Source: an optimization exercise on an open RTL-to-GDS flow (aim: small area). Production flows keep margins and buffers that such runs may drop.
Only simulation tests tie the RTL to the original design; equivalence was not proved.
No activity file was given, so power comes from the tool's default toggle rates.

== run 1 ==
Design chan_top, start of the top module:
module chan_top (
	input  wire logic                       wb_clk,
	input  wire logic                       rst_n_i,
	input  wire logic                       reg_we_i,
	input  wire logic [4-1:0]      reg_adr_i,
	input  wire logic [16-1:0]         reg_dat_i,
	output logic [16-1:0]              reg_dat_o,
	input  wire logic                       adc_vld_i,
	input  wire logic [4*12-1:0]   adc_dat_i,
	output logic [16-1:0]              tx_dat_o,
	output logic                            tx_k_o,
	output logic                            tx_vld_o,
	input  wire logic                       tx_rdy_i
);
Size: roughly 2300 cells after synthesis, about 710 flip-flops, ~27000 sq um of cells after synthesis.
Settings: LEC_CHECK=0, CAP_MARGIN=20, CORE_MARGIN=2, CORE_UTILIZATION=65, CTS_CLUSTER_DIAMETER=80, CTS_CLUSTER_SIZE=26, PLACE_DENSITY=0.68, SETUP_SLACK_MARGIN=0.1, SLEW_MARGIN=20, SYNTH_HIERARCHICAL=1; clock period 5.0 ns.
standard.sh (not shown) runs the stock make flow with config.mk's settings and CLKGATE_MAP_FILE= SYNTH_SCRIPT=/design/flow/synth_recipe.tcl, a recipe that flattens the netlist after the stock synthesis.
==> flow/flow/run.sh <==
#!/bin/bash
# Layout flow: the standard layout (standard.sh) with two changes.
#  1. Synthesis maps the logic with an area-oriented ABC script (flow/area.abc)
#     instead of ORFS's speed script. Everything else in synthesis is the standard flow's
#     own script (synth_recipe.tcl): same passes, same flip-flop mapping, same
#     flattening and renaming, so the registers are the standard ones.
#  2. The port buffers are sky130_fd_sc_hd__buf_1 (every input and output
#     port still gets one) instead of the delay cell buffer_ports picks.
# Each tool's output goes to a log file in this folder; ORFS's own per-step
# logs are under orfs/logs/.
set -euo pipefail
here=$(pwd)

# ORFS synth.tcl with the ABC script swapped after the preamble has set it up
orfs_synth="$FLOW_HOME/scripts/synth.tcl"
anchor='source $::env(SCRIPTS_DIR)/synth_preamble.tcl'
grep -qF "$anchor" "$orfs_synth"
awk -v anchor="$anchor" -v abc="$here/flow/area.abc" '
	{ print }
	$0 == anchor { print "lset abc_args 1 " abc }
' "$orfs_synth" > "$here/area_synth.tcl"
grep -q "lset abc_args 1 $here/flow/area.abc" "$here/area_synth.tcl"

# The standard flow's synthesis script, sourcing that copy instead of ORFS's synth.tcl
sed 's#^source $::env(SCRIPTS_DIR)/synth.tcl$#source '"$here"'/area_synth.tcl#' \
	"$here/synth_recipe.tcl" > "$here/area_synth_recipe.tcl"
grep -q "^source $here/area_synth.tcl\$" "$here/area_synth_recipe.tcl"

BUFFER_PORTS_ARGS="-buffer_cell sky130_fd_sc_hd__buf_1" \
	bash "$here/standard.sh" SYNTH_SCRIPT="$here/area_synth_recipe.tcl" finish \
	> "$here/standard_finish.log" 2>&1

test -s "$here/out/final.def"
==> flow/flow/area.abc <==
&get -n
&st
&syn2
&dch
&nf -a -R 1000
&put
topo
stime -c
Input changes introduced in run 2 (baseline for comparison: run 1):
Settings: swapping 20 for 5 in SLEW_MARGIN; swapping 20 for 5 in CAP_MARGIN.
[summary]
Delta (run 2 minus run 1): fraction of standard cell area in multi-input logic shows no meaningful change; clock skew shows a reduction of 3.0 ps; sequential power shows no meaningful change; layout net count shows no meaningful change. Against run 1, count of clock-buffer cells in the layout in run 2 fell by more than 10%. Area: run 2 vs run 1 -> run 2 smaller. Run 1 and run 2 ended up with roughly the same maximum clock rate.
Inputs modified between run 2 and run 3:
Settings: CAP_MARGIN: 5 -> 20; SLEW_MARGIN: 5 -> 20; CTS_CLUSTER_SIZE: 26 -> 28; CTS_CLUSTER_DIAMETER: 80 -> 100; SETUP_SLACK_MARGIN: 0.1 -> 0.05.
Results
For the shortest period the worst path allows, run 3 came in 13 ps lower than run 2 did.
Hold slack of run 2 is on par with run 3.
On net switching share of the total power, run 3 tracks run 2 almost exactly.
Run 3: setup slack 13 ps above run 2
Run 3 vs run 2: data required time of the critical path up in run 3
On sequential power, run 2 and run 3 are basically level.
Pre-CTS worst setup slack in run 3 is 9.1 ps lower than in run 2
On run 3: wire length on met1 is about 1.1% lower than what run 2 gave.
In the reports for run 2 and run 3, the smaller number of clock buffers in the layout belongs to run 3.
On run 3: proportion of power drawn by flip-flops and latches is 1.2 points higher than what run 2 gave.
Est. power | run 3 vs run 2 | run 3 lower

afterwards: timing with drivers on the ports:
How much do the figures lean on ideal ports? The routed layouts below were timed once more, with nothing changed but the port constraints. Step 1 assumes that a clkbuf_16 drives the clock port and a buf_2 every other input. Step 2 also shifts input and output timing later by t, the mid clock arrival at the registers, as if the neighbouring blocks saw the same clock. Three values: ideal, step 1, step 2; two values: the first two.
run	t (ns)	slack for setup (ns)	worst setup path after step 2
run 1	0.649	0.248 / 0.248 / 0.117	input to register
run 2	0.644	0.237 / 0.237 / 0.036	input to register
run 3	0.676	0.249 / 0.249 / 0.036	input to register
After both steps setup and hold are still met in every run listed. The setup slack of run 3, which loses most, moves by 0.000 ns with the drivers and by -0.213 ns with both steps.
